This design comes from an exercise in tuning for small area, a short achievable clock period and few clock cycles per item on the open sky130 flow, not from production work. The RTL was checked by simulation tests, not by an equivalence proof against the original design. Power figures rest on the tool's default switching activity, not on a simulated workload.

Design ai_density_engine, start of the top module:
module ai_density_engine #(
    parameter int                     GRID       = 10,
    parameter int                     NUM_SHIPS  = 5,
    parameter logic [4*NUM_SHIPS-1:0] SHIP_LENS  = {4'd2, 4'd3, 4'd3, 4'd4, 4'd5},
    parameter int                     CW         = 8,
    parameter int                     HIT_WEIGHT = 4
) (
    input  logic                  clock,
    input  logic                  reset,
    input  logic [1:0]            addr,
    input  logic                  write_en,
    input  logic [GRID*GRID-1:0]  data_in,
    output logic                  wait_request,
    output logic [GRID*GRID+3:0]  data_out
);
    localparam int N = 100;
    logic [N-1:0] fired;       
    logic [N-1:0] hit;
    logic [4:0]   ships;
    logic         busy;
    logic [3:0]   rcnt;
    logic         res_valid;
    logic [6:0]   res_idx;
    logic [7:0]   res_max;
    logic         start;
    logic [3:0]   row;
    assign start = !busy && write_en && (addr == 2'd0);
    assign row   = busy ? rcnt : 4'd0;
    logic [3:0] vfb [10], vhb [10], vfa [10], vha [10];
    logic [3:0] vob, voa;
    always_comb begin
  ...
export LEC_CHECK = 0
export ABC_AREA = 1
export CAP_MARGIN = 60
export CORE_MARGIN = 2
export CORE_UTILIZATION = 60
export CTS_BUF_LIST = sky130_fd_sc_hd__clkbuf_4 sky130_fd_sc_hd__clkbuf_8
export SLEW_MARGIN = 60
export SYNTH_HIERARCHICAL = 1
create_clock -name core_clock -period 70.0 [get_ports {clock}]
standard.sh (not shown) runs the stock make flow with config.mk's settings and CLKGATE_MAP_FILE= SYNTH_SCRIPT=/design/flow/synth_recipe.tcl, a recipe that flattens the netlist after the stock synthesis.
==> flow/flow/run.sh <==
#!/bin/bash
# Standard layout, with the port buffers made from buf_2 cells instead of the
# default choice of buffer_ports.
set -o pipefail
export BUFFER_PORTS_ARGS="-buffer_cell sky130_fd_sc_hd__buf_2"
bash standard.sh 2>&1 | tee standard.log
Testbench counts at the start, summed over its fixed seeds: cycles 2,688, queries 192.
Then changed:
==> flow/run.sh (new file) <==
#!/bin/bash
# synth_recipe.tcl (not shown) runs the flow's synth.tcl, then flattens the netlist and writes it again
# the make line also repeats each setting of config.mk as NAME=value (left out here)
make -C /OpenROAD-flow-scripts/flow DESIGN_CONFIG=/design/flow/config.mk WORK_HOME=/design/flow/orfs CLKGATE_MAP_FILE= SYNTH_SCRIPT=/design/flow/synth_recipe.tcl finish
Settings changed: CTS_BUF_LIST sky130_fd_sc_hd__clkbuf_4 sky130_fd_sc_hd__clkbuf_8 to unset.
removed: flow/flow/run.sh
removed: flow/standard.sh
Outcome: The new run ran to the end with no violations; synthesized cell count does not change; via count shrinks by a few percent; design area increases by a few percent; combinational power came out lower by roughly a tenth; non-clock buffer count increases by 2; area after synthesis stays the same; total power goes down by a few percent; clock skew fell by 0.017 ns; core utilization grows by 1.9 points.

========
== job 8162 ==
ai_density_engine, a different RTL version from the one above (not shown whole).
Size in the first run: ~4100 cells after synthesis, roughly 230 flip-flops, ~210 I/O pins.
export LEC_CHECK = 0
export ABC_AREA = 1
export CAP_MARGIN = 60
export CORE_MARGIN = 2
export CORE_UTILIZATION = 60
export SLEW_MARGIN = 70
export SYNTH_HIERARCHICAL = 1
create_clock -name core_clock -period 70.0 [get_ports {clock}]
==> flow/flow/run.sh <==
#!/bin/bash
# Standard layout, with the port buffers made from buf_2 cells instead of the
# default choice of buffer_ports.
set -o pipefail
export BUFFER_PORTS_ARGS="-buffer_cell sky130_fd_sc_hd__buf_2"
bash standard.sh 2>&1 | tee standard.log
Testbench counts of job 8162, summed over its fixed seeds: cycles 2,688, queries 192.
For job 6162, these inputs were changed with respect to job 8162:
- CORE_UTILIZATION changed from 60 to 70
- SLEW_MARGIN changed from 70 to 60
==> comparison <==
Complete run, failing final checks: job 6162, reason antenna violations. Compared with job 8162, job 6162 shows area added between synthesis and finish lower by 2.4 points. Compared with job 8162, in job 6162 routed wire length down 1.5 mm; power after layout decreased 0.42%; maximum frequency from static timing analysis -0.45%; worst hold slack about even; peak fanout along the critical path climbed 42. Final cell count without fillers sits lower in job 6162 than in job 8162. Buffer and inverter count on the worst path in job 6162 is 2 below job 8162. Of job 6162 and job 8162, the run reporting the lower final critical-path required period was job 8162.
Changes in job 4103 relative to job 6162:
- changing CORE_UTILIZATION from 70 to 60
- changing SLEW_MARGIN from 60 to 80
- changing CAP_MARGIN from 60 to 80
## What came out
Diff job 6162 -> job 4103: total of plain and repair buffers excluding clock buffers increased about 56%, power consumed by sequential cells essentially unchanged, core occupancy in the finished layout decreased 7.3 points.
Against job 6162, job 4103 reports a number of placed cells counting well taps that is higher.
Job 4103 ran to completion and came out clean on the timing, DRC and antenna checks.
Going from job 6162 to job 4103, the layout net count was found to have gone up by 147.
Looking only at number of clock buffers in the layout, and setting everything else aside, the lower value of job 4103 and job 6162 goes to job 6162.
Looking at hold slack, job 4103 sits 0.0067 ns above job 6162.
In the reports for job 4103 and job 6162, the larger wire length on met3 belongs to job 6162.
For wire length on met1, dividing the value from job 4103 by the value from job 6162 gives 1.14.
Re share of the final layout cell area in multi-input gates: job 4103 is 2.3 points down on job 6162.
diff inputs: job 4103 => job 7406
- SLEW_MARGIN changed from 80 to 20
- CAP_MARGIN changed from 80 to 20
Notes after the runs:
- Across job 7406 and job 4103, none had a timing, DRC or antenna violation.
- Job 7406 against job 4103: sequential share of layout area moved up, post-route cell area moved down.
- Job 7406 ended up with a lower area overhead of the layout relative to synthesis than job 4103 did.
- On final-layout worst hold slack, job 7406 does worse than job 4103.
- Job 7406: share of the clock period used by the worst path higher than job 4103
- Job 7406 — final setup slack of the worst path 0.48 ns lower, job 4103 as reference
- When the final numbers for job 7406 and job 4103 were put side by side, the logic gate share of total power turned out to be greater in job 4103.
- Against job 4103, job 7406 reports a via count that is lower.
- Diff job 7406..job 4103 | number of hold-repair buffers added at the cts stage | unchanged
- Job 4103 vs job 7406, destination of the critical timing path: data_out[16] vs data_out[7]

========
Setup of the baseline:
ai_density_engine again, from the RTL that the note above started with.
==> flow/config.mk <==
export PLATFORM = sky130hd
export DESIGN_NAME = ai_density_engine
export DESIGN_NICKNAME = ai_density_engine
export VERILOG_FILES = /design/flow/design.v
export SDC_FILE = /design/flow/constraint.sdc
export NUM_CORES = 4
export LEC_CHECK = 0
export ABC_AREA = 1
export CAP_MARGIN = 45
export CORE_MARGIN = 2
export CORE_UTILIZATION = 60
export SLEW_MARGIN = 45
export SYNTH_HIERARCHICAL = 1
==> flow/constraint.sdc <==
create_clock -name core_clock -period 70.0 [get_ports {clock}]
set_input_delay 14.0000 -clock core_clock [delete_from_list [all_inputs] [get_ports {clock}]]
set_output_delay 14.0000 -clock core_clock [all_outputs]
set_load 0.01 [all_outputs]
Scripts as last shown in full above: flow/flow/run.sh
The baseline completed end to end with timing, DRC and antenna clean.
Testbench counts of the baseline, summed over its fixed seeds: cycles 2,688, queries 192.
## Diff of input files: the candidate against the baseline
- SLEW_MARGIN: 45 -> 60
- CAP_MARGIN: 45 -> 60
Results
The baseline and the candidate all finish clean. [the candidate] highest ir drop seen on vdd fell 0.0000048 V relative to the baseline. Comparing the baseline with the candidate, the sequential share of layout area came out essentially unchanged. Summary of the candidate over the baseline: routed wire length comparable, routed via count divided by cell count was more or less identical.

==> what the ideal ports hide <==
In the flow no input, the clock included, has a driving cell. The finished layouts below were timed again as built, in two steps. Step 1: set_driving_cell puts a clkbuf_16 on clock and a buf_2 on each other input, an assumption about the parent block. Step 2, shift: input delay + t, output delay - t, t = (earliest + latest rising clock arrival at the registers) / 2. This alone moves slack from input paths to output paths. a / b / c = ideal ports / drivers / drivers and shift; a / b = the first two.
run | t (ns) | slack for setup (ns) | worst hold slack (ns) | clock arrival spread, ns | worst data-port slew with drivers (ns)
the first run of note 1 | 0.635 | 40.354 / 40.333 / 40.333 | 0.469 / 0.469 / 0.469 | 0.033 / 0.033 | 0.09
the second run of note 1 | 0.612 | 39.557 / 39.532 / 39.532 | 0.468 / 0.468 / 0.468 | 0.016 / 0.016 | 0.12
job 8162 | 0.603 | 40.287 / 40.264 / 40.264 | 0.456 / 0.456 / 0.456 | 0.028 / 0.029 | 0.08
job 6162 | 0.611 | 40.152 / 40.124 / 40.124 | 0.459 / 0.459 / 0.459 | 0.029 / 0.029 | 0.09
job 4103 | 0.613 | 39.940 / 39.916 / 39.916 | 0.466 / 0.466 / 0.466 | 0.042 / 0.041 | 0.09
job 7406 | 0.605 | 39.459 / 39.433 / 39.433 | 0.455 / 0.455 / 0.455 | 0.024 / 0.023 | 0.08
the baseline | 0.611 | 39.898 / 39.878 / 39.878 | 0.457 / 0.457 / 0.457 | 0.020 / 0.021 | 0.09
the candidate | 0.607 | 40.412 / 40.390 / 40.390 | 0.464 / 0.464 / 0.464 | 0.020 / 0.019 | 0.08
For job 6162, which loses most, drivers alone change the setup slack by -0.028 ns; drivers and shift together by -0.028 ns.
